What follows belongs to an exercise in optimizing a design on an open flow for a short achievable clock period and few clock cycles per item; a production flow would make more cautious choices. Only simulation tests tie the RTL to the original design; equivalence was not proved.

==> inputs of 04-24 <==
## link_keeping_drive_vector
module link_keeping_drive_vector (
	input  logic                      clk,
	input  logic                      arst_n,
	input  logic                      psel,
	input  logic                      penable,
	input  logic                      pwrite,
	input  logic [2:0]                paddr,
	input  logic [31:0]               pwdata,
	output logic [31:0]               prdata,
	output logic                      pready,
	input  logic                      in_valid,
	output logic                      in_stall,
	input  logic signed [COORD_W-1:0] offset_x,
	input  logic signed [COORD_W-1:0] offset_y,
	input  logic                      present,
	input  logic                      frame_end,
	output logic                      out_valid,
	input  logic                      out_stall,
	output logic signed [COORD_W-1:0] drive_x,
	output logic signed [COORD_W-1:0] drive_y,
	output logic                      has_signal,
	output logic [CNT_W-1:0]          chosen_index
);
clock: 11.0 ns
lec_check: 0
abc_clock_period_in_ps: 3000
cap_margin: 20
core_margin: 2
core_utilization: 60
place_density: 0.72
slew_margin: 20
standard.sh (not shown) runs the stock make flow with config.mk's settings and CLKGATE_MAP_FILE= SYNTH_SCRIPT=/design/flow/synth_recipe.tcl, a recipe that flattens the netlist after the stock synthesis.
==> flow/flow/run.sh <==
#!/bin/bash
# Standard synthesis and layout; timing repair aims at a tighter period than
# the clock's (setup margin below), which the standard settings cap at 5 ns.
# Ports are buffered with buf_4 rather than the smallest buffer cell, which
# on this platform is a delay cell.
set -euo pipefail
MARGIN=${MARGIN:-7.5}
bash standard.sh synth > synth.log 2>&1
bash standard.sh finish SETUP_SLACK_MARGIN=$MARGIN TNS_END_PERCENT=100 \
  "BUFFER_PORTS_ARGS=-buffer_cell sky130_fd_sc_hd__buf_4" > layout.log 2>&1
==> inputs of 06-08, as changes to 04-24 <==
--- a/flow/design.v
+++ b/flow/design.v
@@ -319,26 +319,16 @@
 		p1_sy <= in_sy;
 		p1_idx <= in_idx;
 		p1_ax <= in_ax;
 		p1_ay <= in_ay;
 		p1_n <= s3_n;
 		p1_rem <= s3_rem;
 		p1_root <= s3_root;
 	end
-	logic [7:0] tb4;
-	assign tb4 = ({p1_root, 1'b0} + p1_root) * 4 + 1'b1;
-	logic [7:0] tb4_0;
-	assign tb4_0 = tb4 + 8'd0;
-	logic [7:0] tb4_1;
-	assign tb4_1 = tb4 + 8'd3;
-	logic [7:0] tb4_2;
-	assign tb4_2 = tb4 + 8'd6;
-	logic [7:0] tb4_3;
-	assign tb4_3 = tb4 + 8'd9;
 	logic [6:0] s4_a, s4_b, s4_d;
 	logic s4_ge;
 	assign s4_a = {p1_rem, p1_n[23:22]};
 	assign s4_b = {p1_root, 2'b01};
 	lkdv_arith #(.W(7)) u_s4 (.a(s4_a), .b(s4_b), .ge(s4_ge), .diff(s4_d));
 	logic [5:0] s4_rem;
 	assign s4_rem = s4_ge ? s4_d[5:0] : s4_a[5:0];
 	logic [4:0] s4_root;
@@ -351,73 +341,63 @@
 	assign s5_b = {s4_root, 2'b01};
 	lkdv_arith #(.W(8)) u_s5 (.a(s5_a), .b(s5_b), .ge(s5_ge), .diff(s5_d));
 	logic [6:0] s5_rem;
 	assign s5_rem = s5_ge ? s5_d[6:0] : s5_a[6:0];
 	logic [5:0] s5_root;
 	assign s5_root = {s4_root, s5_ge};
 	logic [19:0] s5_n;
 	assign s5_n = s4_n[19:0];
-	logic [7:0] t3_6;
-	always_comb begin
-		case ({s4_ge, s5_ge})
-			2'd0: t3_6 = tb4_0;
-			2'd1: t3_6 = tb4_1;
-			2'd2: t3_6 = tb4_2;
-			2'd3: t3_6 = tb4_3;
-			default: t3_6 = '0;
-		endcase
-	end
 	logic [0:0] p2_v;
 	logic [0:0] p2_f;
 	logic [0:0] p2_sx;
 	logic [0:0] p2_sy;
 	logic [2:0] p2_idx;
 	logic [15:0] p2_ax;
 	logic [15:0] p2_ay;
 	logic [19:0] p2_n;
 	logic [6:0] p2_rem;
 	logic [5:0] p2_root;
-	logic [7:0] p2_t3;
 	always_ff @(posedge clk or negedge arst_n) begin
 		if (!arst_n) p2_v <= 1'b0;
 		else         p2_v <= p1_v;
 	end
 	always_ff @(posedge clk) begin
 		p2_f <= p1_f;
 		p2_sx <= p1_sx;
 		p2_sy <= p1_sy;
 		p2_idx <= p1_idx;
 		p2_ax <= p1_ax;
 		p2_ay <= p1_ay;
 		p2_n <= s5_n;
 		p2_rem <= s5_rem;
 		p2_root <= s5_root;
-		p2_t3 <= t3_6;
 	end
+	logic [7:0] q6_tin;
+	assign q6_tin = {p2_root, 1'b0} + p2_root + 1'b1;
 	logic [10:0] q6_t, q6_c1, q6_c2, q6_c3, q6_d1, q6_d2, q6_d3;
 	logic q6_ge1, q6_ge2, q6_ge3;
 	assign q6_t = {p2_rem, p2_n[19:16]};
 	assign q6_c1 = {p2_root, 3'b001};
 	assign q6_c2 = {p2_root, 4'b0100};
-	assign q6_c3 = {p2_t3, 3'b001};
+	assign q6_c3 = {q6_tin, 3'b001};
 	lkdv_arith #(.W(11)) u_q6_1 (.a(q6_t), .b(q6_c1), .ge(q6_ge1), .diff(q6_d1));
 	lkdv_arith #(.W(11)) u_q6_2 (.a(q6_t), .b(q6_c2), .ge(q6_ge2), .diff(q6_d2));
 	lkdv_arith #(.W(11)) u_q6_3 (.a(q6_t), .b(q6_c3), .ge(q6_ge3), .diff(q6_d3));
 	logic [8:0] q6_rem;
 	assign q6_rem = q6_ge3 ? q6_d3[8:0] : q6_ge2 ? q6_d2[8:0] : q6_ge1 ? q6_d1[8:0] : q6_t[8:0];
 	logic [1:0] q6_dig;
 	assign q6_dig = {q6_ge2, q6_ge3 | (q6_ge1 & ~q6_ge2)};
 	logic [7:0] q6_root;
 	assign q6_root = {p2_root, q6_dig};
 	logic [7:0] q6_tm, q6_tp;
-	assign q6_tm = p2_t3 - 1'b1;
-	assign q6_tp = p2_t3 + 1'b1;
+	assign q6_tm = q6_tin - 1'b1;
+	assign q6_tp = q6_tin + 1'b1;
 	logic [9:0] q6_t3;
-	assign q6_t3 = q6_ge3 ? {q6_tp, 2'b10} : q6_ge2 ? {p2_t3, 2'b11} : q6_ge1 ? {p2_t3, 2'b00} : {q6_tm, 2'b01};
+	assign q6_t3 = q6_ge3 ? {q6_tp, 2'b10} : q6_ge2 ? {q6_tin, 2'b11} : q6_ge1 ? {q6_tin, 2'b00} : {q6_tm, 2'b01};
 	logic [15:0] q6_n;
 	assign q6_n = p2_n[15:0];
 	logic [0:0] p3_v;
 	logic [0:0] p3_f;
 	logic [0:0] p3_sx;
 	logic [0:0] p3_sy;
 	logic [2:0] p3_idx;
 	logic [15:0] p3_ax;
==> flow/flow/run.sh (replaced) <==
#!/bin/bash
# Standard synthesis and layout; timing repair aims at a tighter period than
# the clock's (setup margin below), which the standard settings cap at 5 ns.
# Ports are buffered with buf_4 rather than the smallest buffer cell, which
# on this platform is a delay cell. The clock tree uses larger sink clusters
# and fewer wire buffers, for a shallower (still balanced) tree.
set -euo pipefail
MARGIN=${MARGIN:-7.5}
bash standard.sh synth > synth.log 2>&1
bash standard.sh finish SETUP_SLACK_MARGIN=$MARGIN TNS_END_PERCENT=100 \
  "BUFFER_PORTS_ARGS=-buffer_cell sky130_fd_sc_hd__buf_4" \
  CTS_BUF_DISTANCE=600 CTS_CLUSTER_SIZE=30 CTS_CLUSTER_DIAMETER=120 > layout.log 2>&1
==> comparison <==
- Of 04-24 and 06-08, 06-08 has the higher synthesized cell count (gap about 0.32%, measured against 06-08).
- Of 06-08 and 04-24, 06-08 has the higher sequential share of layout area (gap 1.4 points).
- In critical path depth, 04-24 and 06-08 do not differ.
- Wire length: 06-08 is lower than 04-24 (4.5%).
- Of 04-24 and 06-08, 06-08 has the higher register-to-register slack (gap 0.06 ns).
==> figures <==
|  | 04-24 | 06-08 |
|---|---|---|
| Worst-path clk slew | 0.06 ns | 0.11 ns |
| Post-layout net count | 18.4k | 18.2k |
| Normalized max-slew margin | 24.5% | 26.3% |
| H-tree levels | 5 | 3 |
| WL per Instance | 20.3 um | 19.7 um |
| Wire length the detailed router placed on met1 | 172,000 um | 167,000 um |
| Number of sinks handled by clock tree synthesis | 3,118 | 3,110 |
| Basic-gate share of the synthesized area counting and, or, nand and nor cells | 11.4% | 11.3% |
| Register-to-Register Setup Slack | 7.33 ns | 7.39 ns |
| Number of non-clock buffers in the layout | 410 | 423 |
| Vias | 117k | 115k |
| Result of the run | timing/DRC/antenna clean | timing/DRC/antenna clean |
| Number of vias per cell | 5.80 | 5.76 |
| Critical R2R Launch | u_scale.p1_root[2] | u_scale.p2_root[1] |
| Initial antenna violation count | 20 | 19 |
| Weighted congestion reported at the end of routability-driven placement | 0.936 | 0.912 |
| FF+latch area | 69,600 um2 | 69,400 um2 |
Testbench counts of 04-24, summed over its fixed seeds: cycles 19,104, frames 4,096.
Testbench counts of 06-08, summed over its fixed seeds: cycles 19,104, frames 4,096.

* * *

==> run a: inputs <==
Another version of the RTL of link_keeping_drive_vector (not shown whole).
clock: 11.0 ns
lec_check: 0
abc_clock_period_in_ps: 3000
cap_margin: 35
core_margin: 2
core_utilization: 60
place_density: 0.72
slew_margin: 35
==> flow/flow/run.sh <==
#!/bin/bash
# Standard synthesis and layout; timing repair aims at a tighter period than
# the clock's (setup margin below), which the standard settings cap at 5 ns.
# Ports are buffered with buf_4 rather than the smallest buffer cell, which
# on this platform is a delay cell. The clock tree uses larger sink clusters
# and fewer wire buffers, for a shallower (still balanced) tree.
set -euo pipefail
MARGIN=${MARGIN:-7.5}
bash standard.sh synth > synth.log 2>&1
bash standard.sh finish SETUP_SLACK_MARGIN=$MARGIN TNS_END_PERCENT=100 \
  "BUFFER_PORTS_ARGS=-buffer_cell sky130_fd_sc_hd__buf_4" \
  CTS_BUF_DISTANCE=600 CTS_CLUSTER_SIZE=22 CTS_CLUSTER_DIAMETER=100 > layout.log 2>&1
==> run b (differences from run a) <==
--- a/flow/flow/run.sh
+++ b/flow/flow/run.sh
@@ -10,3 +10,3 @@
 bash standard.sh finish SETUP_SLACK_MARGIN=$MARGIN TNS_END_PERCENT=100 \
   "BUFFER_PORTS_ARGS=-buffer_cell sky130_fd_sc_hd__buf_4" \
-  CTS_BUF_DISTANCE=600 CTS_CLUSTER_SIZE=22 CTS_CLUSTER_DIAMETER=100 > layout.log 2>&1
+  CTS_BUF_DISTANCE=600 CTS_CLUSTER_SIZE=30 CTS_CLUSTER_DIAMETER=120 > layout.log 2>&1
--- a/flow/config.mk
+++ b/flow/config.mk
@@ -7,7 +7,7 @@
 export LEC_CHECK = 0
 export ABC_CLOCK_PERIOD_IN_PS = 3000
-export CAP_MARGIN = 35
+export CAP_MARGIN = 20
 export CORE_MARGIN = 2
 export CORE_UTILIZATION = 60
 export PLACE_DENSITY = 0.72
-export SLEW_MARGIN = 35
+export SLEW_MARGIN = 20
==> run c (differences from run a) <==
--- a/flow/config.mk
+++ b/flow/config.mk
@@ -7,7 +7,7 @@
 export LEC_CHECK = 0
 export ABC_CLOCK_PERIOD_IN_PS = 3000
-export CAP_MARGIN = 35
+export CAP_MARGIN = 20
 export CORE_MARGIN = 2
 export CORE_UTILIZATION = 60
 export PLACE_DENSITY = 0.72
-export SLEW_MARGIN = 35
+export SLEW_MARGIN = 20
==> results.toml <==
[status]
outcome = "finished with violations"
violatedChecks = "max-capacitance violations, max-slew violations"

[detailed_routing]
route.vias.total = 116000

[flow_run]
drv_cap = 1

[timing]
final-max-slew-violation-count = 1

[finish]
final_net_count = 18400
Source of the figures above: run b

==> results.toml <==
[flow_run]
drv_cap = 0

[finish]
clock_area_share_pct = 2.75
final_net_count = 18500

[status]
outcome = "timing/DRC/antenna clean"

[timing]
final-max-slew-violation-count = 0

[detailed_routing]
route.vias.total = 116000

[pwr]
Source of the figures above: run a

==> results.toml <==
[status]
outcome = "timing/DRC/antenna clean"

[critical_path]
critical_path.slowest_cell = "sky130_fd_sc_hd__dfrtp_2"

[synth]
synth-compound-area-share_pct = 12.6
synth_warnings = 3

[floorplanning]
initial_utilization_pct = 60.3

[finish]
final_net_count = 18500
multi_input_area_mm2 = 0.0930

[timing]
final-max-slew-violation-count = 0
final_critical_path_setup_slack_ns = 7.29

[flow_run]
drv_cap = 0

[grt]
grt_start_max_net_pins = 104

[detailed_routing]
route.vias.total = 117000
Source of the figures above: run c

Testbench counts of run a, summed over its fixed seeds: cycles 19,136, frames 4,096.
Testbench counts of run b, summed over its fixed seeds: cycles 19,136, frames 4,096.
Testbench counts of run c, summed over its fixed seeds: cycles 19,136, frames 4,096.

## what the ideal ports hide
No port has a modelled driver above. Below, the same layouts with a new extraction and two added sets of constraints. Step 1, drivers: a clkbuf_16 drives clk and a buf_2 each remaining input, both assumed. Step 2, shift: input delay + t, output delay - t, t = (earliest + latest rising clock arrival at the registers) / 2. This alone moves slack from input paths to output paths. Three values: ideal, step 1, step 2; two values: the first two.
| run | t, ns | slack for setup (ns) | worst setup path after step 2 |
|---|---|---|---|
| 04-24 | 0.999 | 7.284 / 7.182 / 6.972 | input to register |
| 06-08 | 0.948 | 7.387 / 7.287 / 7.069 | input to register |
| run a | 0.995 | 7.300 / 7.198 / 7.138 | input to register |
| run b | 0.938 | 7.331 / 7.226 / 7.045 | input to register |
| run c | 1.020 | 7.286 / 7.184 / 7.014 | input to register |
For 06-08, which loses most, drivers alone change the setup slack by -0.100 ns; drivers and shift together by -0.318 ns.
